Source: an optimization exercise on an open RTL-to-GDS flow (aim: small area). Production flows keep margins and buffers that such runs may drop.
At most, simulation tests tie the RTL to the original design; equivalence was not proved.
No activity file was given, so power comes from the tool's default toggle rates.

==> flow/design.v <==
`default_nettype none
module ctu_counter #(
    parameter int W = 32,
    parameter int G = 16
) (
    input  wire logic         clk,
    input  wire logic         rst,
    input  wire logic         en,
    output logic [W-1:0]      q
);
    localparam int NG = W / G;
    logic [W-1:0]  cnt_q;
    logic [W-1:0]  c;        
    logic [W-1:0]  s;
    logic [NG-1:0] all1;
    logic [NG-1:0] cin;
    for (genvar g = 0; g < NG; g++) begin : g_grp
        assign all1[g] = &cnt_q[g*G +: G];
        if (g == 0) begin : g_first
            assign cin[g] = en;
        end else begin : g_next
            assign cin[g] = cin[g-1] & all1[g-1];
        end
        for (genvar i = 0; i < G; i++) begin : g_bit
            if (i == 0) begin : g_b0
                assign c[g*G+i] = cin[g];
            end else begin : g_bn
                assign c[g*G+i] = c[g*G+i-1] & cnt_q[g*G+i-1];
            end
            assign s[g*G+i] = cnt_q[g*G+i] ^ c[g*G+i];
        end
    end
    always_ff @(posedge clk or posedge rst) begin
        if (rst) cnt_q <= '0;
        else     cnt_q <= s;
    end
    assign q = cnt_q;
endmodule
module commit_trace_unit #(
    parameter int DEPTH = 8,
    parameter int CNT_W = 32
) (
    input  wire logic              clk,
    input  wire logic              rst,
    input  wire logic              reg_wr_i,
    input  wire logic [2:0]        wr_reg_i,
    input  wire logic [15:0]       wr_data_i,
    input  wire logic              mem_rd_i,
    input  wire logic              mem_wr_i,
    input  wire logic [15:0]       mem_addr_i,
    input  wire logic [15:0]       mem_wdata_i,
    input  wire logic [15:0]       mem_rdata_i,
    input  wire logic              halt_i,
    input  wire logic              icache_req_i,
    input  wire logic              icache_hit_i,
    input  wire logic              dcache_req_i,
    input  wire logic              dcache_hit_i,
    output logic                   rec_valid,
    input  wire logic              rec_ready,
    output logic [3:0]             rec_flags,
    output logic [2:0]             rec_reg,
    output logic [15:0]            rec_wdata,
    output logic [15:0]            rec_addr,
    output logic [15:0]            rec_mdata,
    output logic [15:0]            rec_cycle,
    output logic                   full_o,
    output logic                   overflow_o,
    output logic                   done_o,
    output logic [CNT_W-1:0]       cycle_count_o,
    output logic [CNT_W-1:0]       inst_count_o,
    output logic [CNT_W-1:0]       icache_req_cnt_o,
    output logic [CNT_W-1:0]       icache_hit_cnt_o,
    output logic [CNT_W-1:0]       dcache_req_cnt_o,
    output logic [CNT_W-1:0]       dcache_hit_cnt_o
);
    localparam int CW = $clog2(DEPTH) + 1;      
    localparam int RW = 3 + 3 + 4*16;
    logic              halted_q;      
    logic              halt_rec_q;    
    logic              overflow_q;
    logic [CW-1:0]     count_q;
    logic [DEPTH-1:0][RW-1:0] fifo_q;
    logic              w_run, w_event, w_valid, w_full, w_pop, w_push, w_drop;
    logic [RW-1:0]     w_new_rec, w_head;
    logic [DEPTH-1:0]  w_sel;
    assign w_run   = ~halted_q;
    assign w_event = w_run & (halt_i | reg_wr_i | mem_rd_i | mem_wr_i);
    assign w_valid = (count_q != '0);
    assign w_full  = (count_q == CW'(DEPTH));
    assign w_pop   = w_valid & rec_ready;
    assign w_push  = w_event & (~w_full | w_pop);
    assign w_drop  = w_event & w_full & ~w_pop;
    assign w_new_rec = {reg_wr_i, mem_rd_i, mem_wr_i, wr_reg_i, wr_data_i, mem_addr_i,
                        (mem_wr_i ? mem_wdata_i : mem_rdata_i), cycle_count_o[15:0]};
    for (genvar g = 0; g < DEPTH; g++) begin : g_entry
        always_ff @(posedge clk) begin
            if (w_push) fifo_q[g] <= (g == 0) ? w_new_rec : fifo_q[(g == 0) ? 0 : g-1];
        end
    end
    always_ff @(posedge clk or posedge rst) begin
        if (rst) begin
            count_q    <= '0;
            overflow_q <= 1'b0;
            halted_q   <= 1'b0;
            halt_rec_q <= 1'b0;
        end else begin
            if (w_push & ~w_pop)      count_q <= count_q + CW'(1);
            else if (~w_push & w_pop) count_q <= count_q - CW'(1);
            if (w_drop)               overflow_q <= 1'b1;
            if (w_run & halt_i)       halted_q   <= 1'b1;
            if (w_push & halt_i)      halt_rec_q <= 1'b1;
        end
    end
    logic [RW-1:0] w_term [DEPTH];
    always_comb begin
        for (int k = 0; k < DEPTH; k++) begin
            w_sel[k]  = (count_q == CW'(k+1));
            w_term[k] = {RW{w_sel[k]}} & fifo_q[k];
        end
        w_head = (w_term[0] | w_term[1] | w_term[2]) |
                 (w_term[3] | w_term[4] | w_term[5]) |
                 (w_term[6] | w_term[7]);
    end
    assign rec_valid = w_valid;
    assign rec_flags = {halt_rec_q & w_sel[0], w_head[RW-1 -: 3]};
    assign rec_reg   = w_head[64 +: 3];
    assign rec_wdata = w_head[48 +: 16];
    assign rec_addr  = w_head[32 +: 16];
    assign rec_mdata = w_head[16 +: 16];
    assign rec_cycle = w_head[0  +: 16];
    assign full_o     = w_full;
    assign overflow_o = overflow_q;
    assign done_o     = halted_q & ~w_valid;
    ctu_counter #(.W(CNT_W)) u_cyc (.clk, .rst, .en(w_run),                  .q(cycle_count_o));
    ctu_counter #(.W(CNT_W)) u_ins (.clk, .rst, .en(w_run & (halt_i | reg_wr_i | mem_wr_i)),
                                                                            .q(inst_count_o));
    ctu_counter #(.W(CNT_W)) u_icr (.clk, .rst, .en(w_run & icache_req_i),   .q(icache_req_cnt_o));
    ctu_counter #(.W(CNT_W)) u_ich (.clk, .rst, .en(w_run & icache_hit_i),   .q(icache_hit_cnt_o));
    ctu_counter #(.W(CNT_W)) u_dcr (.clk, .rst, .en(w_run & dcache_req_i),   .q(dcache_req_cnt_o));
    ctu_counter #(.W(CNT_W)) u_dch (.clk, .rst, .en(w_run & dcache_hit_i),   .q(dcache_hit_cnt_o));
endmodule
`default_nettype wire
Settings: LEC_CHECK=0, CAP_MARGIN=20, CORE_MARGIN=2, CORE_UTILIZATION=70, PLACE_DENSITY=0.85, SLEW_MARGIN=20; clock period 5.0 ns.
standard.sh (not shown) runs the stock make flow with config.mk's settings and CLKGATE_MAP_FILE= SYNTH_SCRIPT=/design/flow/synth_recipe.tcl, a recipe that flattens the netlist after the stock synthesis.
==> flow/flow/run.sh <==
#!/bin/bash
# Own layout flow: the standard ORFS flow (standard.sh) with three changes.
#  1. Synthesis: synth_recipe.tcl unchanged, except that Yosys's abc call for the
#     combinational logic uses an area-oriented script (flow/abc_area.script).
#     Flip-flop mapping (dfflibmap) runs before abc and is untouched, so the
#     registers, their names and cell types are those of the standard synthesis.
#  2. Every input and output port still gets a buffer, but the smallest one (buf_1).
#  3. CTS: larger sink clusters driven by clkbuf_16 and no dummy clock loads.
# Each tool's full output goes to ORFS's own logs under orfs/logs; make's output
# goes to flow_make.log.
set -euo pipefail
here=$(pwd)
{
  echo 'proc abc {args} {'
  echo '  set i [lsearch -exact $args -script]'
  echo '  if {$i >= 0} { lset args [expr {$i+1}] $::env(OWN_ABC_SCRIPT) }'
  echo '  yosys abc {*}$args'
  echo '}'
  cat synth_recipe.tcl
} > own_synth.tcl
sed "s#SYNTH_SCRIPT=[^ ]*synth_recipe.tcl#SYNTH_SCRIPT=$here/own_synth.tcl#" standard.sh > own_standard.sh
grep -q "own_synth.tcl" own_standard.sh
export OWN_ABC_SCRIPT=$here/flow/abc_area.script
export BUFFER_PORTS_ARGS="-buffer_cell sky130_fd_sc_hd__buf_1"
export CTS_ARGS="-sink_clustering_enable -repair_clock_nets -dont_use_dummy_load -buf_list {sky130_fd_sc_hd__clkbuf_8 sky130_fd_sc_hd__clkbuf_16} -sink_clustering_buffer sky130_fd_sc_hd__clkbuf_8 -tree_buf sky130_fd_sc_hd__clkbuf_16 -root_buf sky130_fd_sc_hd__clkbuf_16 -sink_clustering_size 18 -sink_clustering_max_diameter 45"
bash own_standard.sh > flow_make.log 2>&1
==> flow/flow/abc_area.script <==
strash
dch -f
amap
topo
stime -c
The baseline went through all stages and came out clean.
Rerun with:
--- a/flow/design.v
+++ b/flow/design.v
@@ -132,5 +132,5 @@
     assign overflow_o = overflow_q;
     assign done_o     = halted_q & ~w_valid;
-    ctu_counter #(.W(CNT_W)) u_cyc (.clk, .rst, .en(w_run),                  .q(cycle_count_o));
+    ctu_counter #(.W(CNT_W), .G(CNT_W)) u_cyc (.clk, .rst, .en(w_run),                  .q(cycle_count_o));
     ctu_counter #(.W(CNT_W)) u_ins (.clk, .rst, .en(w_run & (halt_i | reg_wr_i | mem_wr_i)),
                                                                             .q(inst_count_o));
=>
- The changed run produced a layout that fails on setup timing
- register-to-register slack loses 1.3 ns
- clock power drops by about 2%
- clock skew hardly moves
- global-route usage is about the same
- routed wire length climbs by 0.60%
- setup slack loses 1.3 ns
- non-clock buffer count climbs by 11
- hold slack gains 0.016 ns
- count of clock-buffer cells in the layout drops by 2
- via count hardly moves
- total power drops by 0.34%
- synthesized area stays flat
- sequential share of layout area drops by 0.92 points
The RTL of the second run of this note was laid out without a check of its function.

* * *

Another version of the RTL of commit_trace_unit (not shown whole).
Size: about 1500 cells after synthesis, roughly 350 I/O pins, about 27000 um^2 of cells after synthesis.
==> module ctu_counter, before the edit <==
module ctu_counter #(
    parameter int W = 32,
    parameter int G = 8
) (
    input  wire logic         clk,
    input  wire logic         rst,
    input  wire logic         en,
    output logic [W-1:0]      q
);
    localparam int NG = W / G;
    logic [W-1:0]  cnt_q;
    logic [W-1:0]  c;        
    logic [W-1:0]  s;
    logic [NG-1:0] all1;
    logic [NG-1:0] cin;
    for (genvar g = 0; g < NG; g++) begin : g_grp
        assign all1[g] = &cnt_q[g*G +: G];
        if (g == 0) begin : g_first
            assign cin[g] = en;
        end else begin : g_next
            assign cin[g] = cin[g-1] & all1[g-1];
        end
        for (genvar i = 0; i < G; i++) begin : g_bit
            if (i == 0) begin : g_b0
                assign c[g*G+i] = cin[g];
            end else begin : g_bn
                assign c[g*G+i] = c[g*G+i-1] & cnt_q[g*G+i-1];
            end
            assign s[g*G+i] = cnt_q[g*G+i] ^ c[g*G+i];
        end
    end
    always_ff @(posedge clk or posedge rst) begin
        if (rst) cnt_q <= '0;
        else     cnt_q <= s;
    end
    assign q = cnt_q;
endmodule
==> module commit_trace_unit, before the edit <==
module commit_trace_unit #(
    parameter int DEPTH = 8,
    parameter int CNT_W = 32
) (
    input  wire logic              clk,
    input  wire logic              rst,
    input  wire logic              reg_wr_i,
    input  wire logic [2:0]        wr_reg_i,
    input  wire logic [15:0]       wr_data_i,
    input  wire logic              mem_rd_i,
    input  wire logic              mem_wr_i,
    input  wire logic [15:0]       mem_addr_i,
    input  wire logic [15:0]       mem_wdata_i,
    input  wire logic [15:0]       mem_rdata_i,
    input  wire logic              halt_i,
    input  wire logic              icache_req_i,
    input  wire logic              icache_hit_i,
    input  wire logic              dcache_req_i,
    input  wire logic              dcache_hit_i,
    output logic                   rec_valid,
    input  wire logic              rec_ready,
    output logic [3:0]             rec_flags,
    output logic [2:0]             rec_reg,
    output logic [15:0]            rec_wdata,
    output logic [15:0]            rec_addr,
    output logic [15:0]            rec_mdata,
    output logic [15:0]            rec_cycle,
    output logic                   full_o,
    output logic                   overflow_o,
    output logic                   done_o,
    output logic [CNT_W-1:0]       cycle_count_o,
    output logic [CNT_W-1:0]       inst_count_o,
    output logic [CNT_W-1:0]       icache_req_cnt_o,
    output logic [CNT_W-1:0]       icache_hit_cnt_o,
    output logic [CNT_W-1:0]       dcache_req_cnt_o,
    output logic [CNT_W-1:0]       dcache_hit_cnt_o
);
    localparam int RW = 3 + 3 + 4*16;
    logic              halted_q;      
    logic              halt_rec_q;    
    logic              overflow_q;
    logic [DEPTH-1:0]  occ_q;         
    logic [DEPTH-1:0][RW-1:0] fifo_q;
    logic              w_run, w_event, w_valid, w_full, w_pop, w_push, w_drop;
    logic [RW-1:0]     w_new_rec, w_head;
    logic [DEPTH-1:0]  w_sel;
    assign w_run   = ~halted_q;
    assign w_event = w_run & (halt_i | reg_wr_i | mem_rd_i | mem_wr_i);
    assign w_valid = occ_q[0];
    assign w_full  = occ_q[DEPTH-1];
    assign w_pop   = w_valid & rec_ready;
    assign w_push  = w_event & (~w_full | w_pop);
    assign w_drop  = w_event & w_full & ~w_pop;
    assign w_new_rec = {reg_wr_i, mem_rd_i, mem_wr_i, wr_reg_i, wr_data_i, mem_addr_i,
                        (mem_wr_i ? mem_wdata_i : mem_rdata_i), cycle_count_o[15:0]};
    for (genvar g = 0; g < DEPTH; g++) begin : g_entry
        always_ff @(posedge clk) begin
            if (w_push) fifo_q[g] <= (g == 0) ? w_new_rec : fifo_q[(g == 0) ? 0 : g-1];
        end
    end
    always_ff @(posedge clk or posedge rst) begin
        if (rst) begin
            occ_q      <= '0;
            overflow_q <= 1'b0;
            halted_q   <= 1'b0;
            halt_rec_q <= 1'b0;
        end else begin
            if (w_push & ~w_pop)      occ_q <= {occ_q[DEPTH-2:0], 1'b1};
            else if (~w_push & w_pop) occ_q <= {1'b0, occ_q[DEPTH-1:1]};
            if (w_drop)               overflow_q <= 1'b1;
            if (w_run & halt_i)       halted_q   <= 1'b1;
            if (w_push & halt_i)      halt_rec_q <= 1'b1;
        end
    end
    always_comb begin
        w_head = '0;
        for (int k = 0; k < DEPTH; k++) begin
            w_sel[k] = occ_q[k] & ((k == DEPTH-1) ? 1'b1 : ~occ_q[(k == DEPTH-1) ? k : k+1]);
            w_head   = w_head | ({RW{w_sel[k]}} & fifo_q[k]);
        end
    end
    assign rec_valid = w_valid;
    assign rec_flags = {halt_rec_q & w_sel[0], w_head[RW-1 -: 3]};
    assign rec_reg   = w_head[64 +: 3];
    assign rec_wdata = w_head[48 +: 16];
    assign rec_addr  = w_head[32 +: 16];
    assign rec_mdata = w_head[16 +: 16];
    assign rec_cycle = w_head[0  +: 16];
    assign full_o     = w_full;
    assign overflow_o = overflow_q;
    assign done_o     = halted_q & ~w_valid;
    ctu_counter #(.W(CNT_W)) u_cyc (.clk, .rst, .en(w_run),                  .q(cycle_count_o));
    ctu_counter #(.W(CNT_W)) u_ins (.clk, .rst, .en(w_run & (halt_i | reg_wr_i | mem_wr_i)),
                                                                            .q(inst_count_o));
    ctu_counter #(.W(CNT_W)) u_icr (.clk, .rst, .en(w_run & icache_req_i),   .q(icache_req_cnt_o));
    ctu_counter #(.W(CNT_W)) u_ich (.clk, .rst, .en(w_run & icache_hit_i),   .q(icache_hit_cnt_o));
    ctu_counter #(.W(CNT_W)) u_dcr (.clk, .rst, .en(w_run & dcache_req_i),   .q(dcache_req_cnt_o));
    ctu_counter #(.W(CNT_W)) u_dch (.clk, .rst, .en(w_run & dcache_hit_i),   .q(dcache_hit_cnt_o));
endmodule
==> flow/config.mk <==
export PLATFORM = sky130hd
export DESIGN_NAME = commit_trace_unit
export DESIGN_NICKNAME = commit_trace_unit
export VERILOG_FILES = /design/flow/design.v
export SDC_FILE = /design/flow/constraint.sdc
export NUM_CORES = 4
export LEC_CHECK = 0
export CAP_MARGIN = 20
export CORE_MARGIN = 2
export CORE_UTILIZATION = 40
export SLEW_MARGIN = 20
==> flow/constraint.sdc <==
create_clock -name core_clock -period 5.0 [get_ports {clk}]
set_input_delay 1.0000 -clock core_clock [delete_from_list [all_inputs] [get_ports {clk}]]
set_output_delay 1.0000 -clock core_clock [all_outputs]
set_load 0.01 [all_outputs]
==> flow/flow/run.sh <==
#!/bin/bash
# Own layout flow: the standard ORFS flow (standard.sh) with three changes.
#  1. Synthesis: synth_recipe.tcl unchanged, except that Yosys's abc call for the
#     combinational logic uses an area-oriented script (flow/abc_area.script).
#     Flip-flop mapping (dfflibmap) runs before abc and is untouched, so the
#     registers, their names and cell types are those of the standard synthesis.
#  2. Every input and output port still gets a buffer, but the smallest one (buf_1).
#  3. CTS: larger sink clusters driven by clkbuf_16 and no dummy clock loads.
# Each tool's full output goes to ORFS's own logs under orfs/logs; make's output
# goes to flow_make.log.
set -euo pipefail
here=$(pwd)
{
  echo 'proc abc {args} {'
  echo '  set i [lsearch -exact $args -script]'
  echo '  if {$i >= 0} { lset args [expr {$i+1}] $::env(OWN_ABC_SCRIPT) }'
  echo '  yosys abc {*}$args'
  echo '}'
  cat synth_recipe.tcl
} > own_synth.tcl
sed "s#SYNTH_SCRIPT=[^ ]*synth_recipe.tcl#SYNTH_SCRIPT=$here/own_synth.tcl#" standard.sh > own_standard.sh
grep -q "own_synth.tcl" own_standard.sh
export OWN_ABC_SCRIPT=$here/flow/abc_area.script
export BUFFER_PORTS_ARGS="-buffer_cell sky130_fd_sc_hd__buf_1"
export CTS_ARGS="-sink_clustering_enable -repair_clock_nets -dont_use_dummy_load -buf_list sky130_fd_sc_hd__clkbuf_16 -sink_clustering_size 36 -sink_clustering_max_diameter 70"
bash own_standard.sh > flow_make.log 2>&1
Scripts as last shown in full above: flow/flow/abc_area.script
Edit:
--- a/flow/design.v
+++ b/flow/design.v
@@ -2,5 +2,5 @@
 module ctu_counter #(
     parameter int W = 32,
-    parameter int G = 8
+    parameter int G = 16
 ) (
     input  wire logic         clk,
@@ -74,9 +74,10 @@
     output logic [CNT_W-1:0]       dcache_hit_cnt_o
 );
+    localparam int CW = $clog2(DEPTH) + 1;      
     localparam int RW = 3 + 3 + 4*16;
     logic              halted_q;      
     logic              halt_rec_q;    
     logic              overflow_q;
-    logic [DEPTH-1:0]  occ_q;         
+    logic [CW-1:0]     count_q;
     logic [DEPTH-1:0][RW-1:0] fifo_q;
     logic              w_run, w_event, w_valid, w_full, w_pop, w_push, w_drop;
@@ -85,6 +86,6 @@
     assign w_run   = ~halted_q;
     assign w_event = w_run & (halt_i | reg_wr_i | mem_rd_i | mem_wr_i);
-    assign w_valid = occ_q[0];
-    assign w_full  = occ_q[DEPTH-1];
+    assign w_valid = (count_q != '0);
+    assign w_full  = (count_q == CW'(DEPTH));
     assign w_pop   = w_valid & rec_ready;
     assign w_push  = w_event & (~w_full | w_pop);
@@ -99,11 +100,11 @@
     always_ff @(posedge clk or posedge rst) begin
         if (rst) begin
-            occ_q      <= '0;
+            count_q    <= '0;
             overflow_q <= 1'b0;
             halted_q   <= 1'b0;
             halt_rec_q <= 1'b0;
         end else begin
-            if (w_push & ~w_pop)      occ_q <= {occ_q[DEPTH-2:0], 1'b1};
-            else if (~w_push & w_pop) occ_q <= {1'b0, occ_q[DEPTH-1:1]};
+            if (w_push & ~w_pop)      count_q <= count_q + CW'(1);
+            else if (~w_push & w_pop) count_q <= count_q - CW'(1);
             if (w_drop)               overflow_q <= 1'b1;
             if (w_run & halt_i)       halted_q   <= 1'b1;
@@ -114,5 +115,5 @@
         w_head = '0;
         for (int k = 0; k < DEPTH; k++) begin
-            w_sel[k] = occ_q[k] & ((k == DEPTH-1) ? 1'b1 : ~occ_q[(k == DEPTH-1) ? k : k+1]);
+            w_sel[k] = (count_q == CW'(k+1));
             w_head   = w_head | ({RW{w_sel[k]}} & fifo_q[k]);
         end
- total power is higher by 22%
- setup slack degrades by 0.21 ns
- sequential power barely changes
- clock-buffer cell count drops by 1
- area after synthesis decreases by 0.42%
- cell area goes down by 0.49%
- hold slack got worse by 0.025 ns
- global-route usage went down by 0.16 points
- clock skew goes up by 0.0078 ns
- synthesized cell count went down by 1.2%
- sequential share of layout area stays flat
The RTL of the first run of this note was laid out without a check of its function.

==> separate check: timing with driven ports <==
Ports are ideal in the flow. The routed layouts listed here were re-timed in OpenROAD.
Step 1 sets driving cells, clkbuf_16 on the clock port and buf_2 on the other inputs (assumed; they add their load-dependent delay and slew).
Step 2 also shifts input and output timing later by t, the mid clock arrival at the registers, as if the neighbouring blocks saw the same clock.
Slacks: ideal / step 1 / step 2; pairs: ideal / step 1.
| run | t, ns | setup WS [ns] | hold WS [ns] | latest minus earliest clock arrival (ns) |
|---|---|---|---|---|
| the first run of note 1 | 0.615 | 0.621 / 0.621 / 0.279 | 0.403 / 0.403 / 0.403 | 0.070 / 0.071 |
| the second run of note 1 | 0.611 | -0.638 / -0.638 / -0.638 | 0.419 / 0.419 / 0.419 | 0.052 / 0.052 |
| the first run of note 2 | 0.639 | 0.762 / 0.702 / 1.341 | 0.421 / 0.421 / 0.421 | 0.053 / 0.054 |
| the second run of note 2 | 0.637 | 0.551 / 0.492 / 0.263 | 0.396 / 0.396 / 0.396 | 0.061 / 0.062 |
The setup slack of the first run of note 1, which loses most, moves by 0.000 ns with the drivers and by -0.342 ns with both steps.
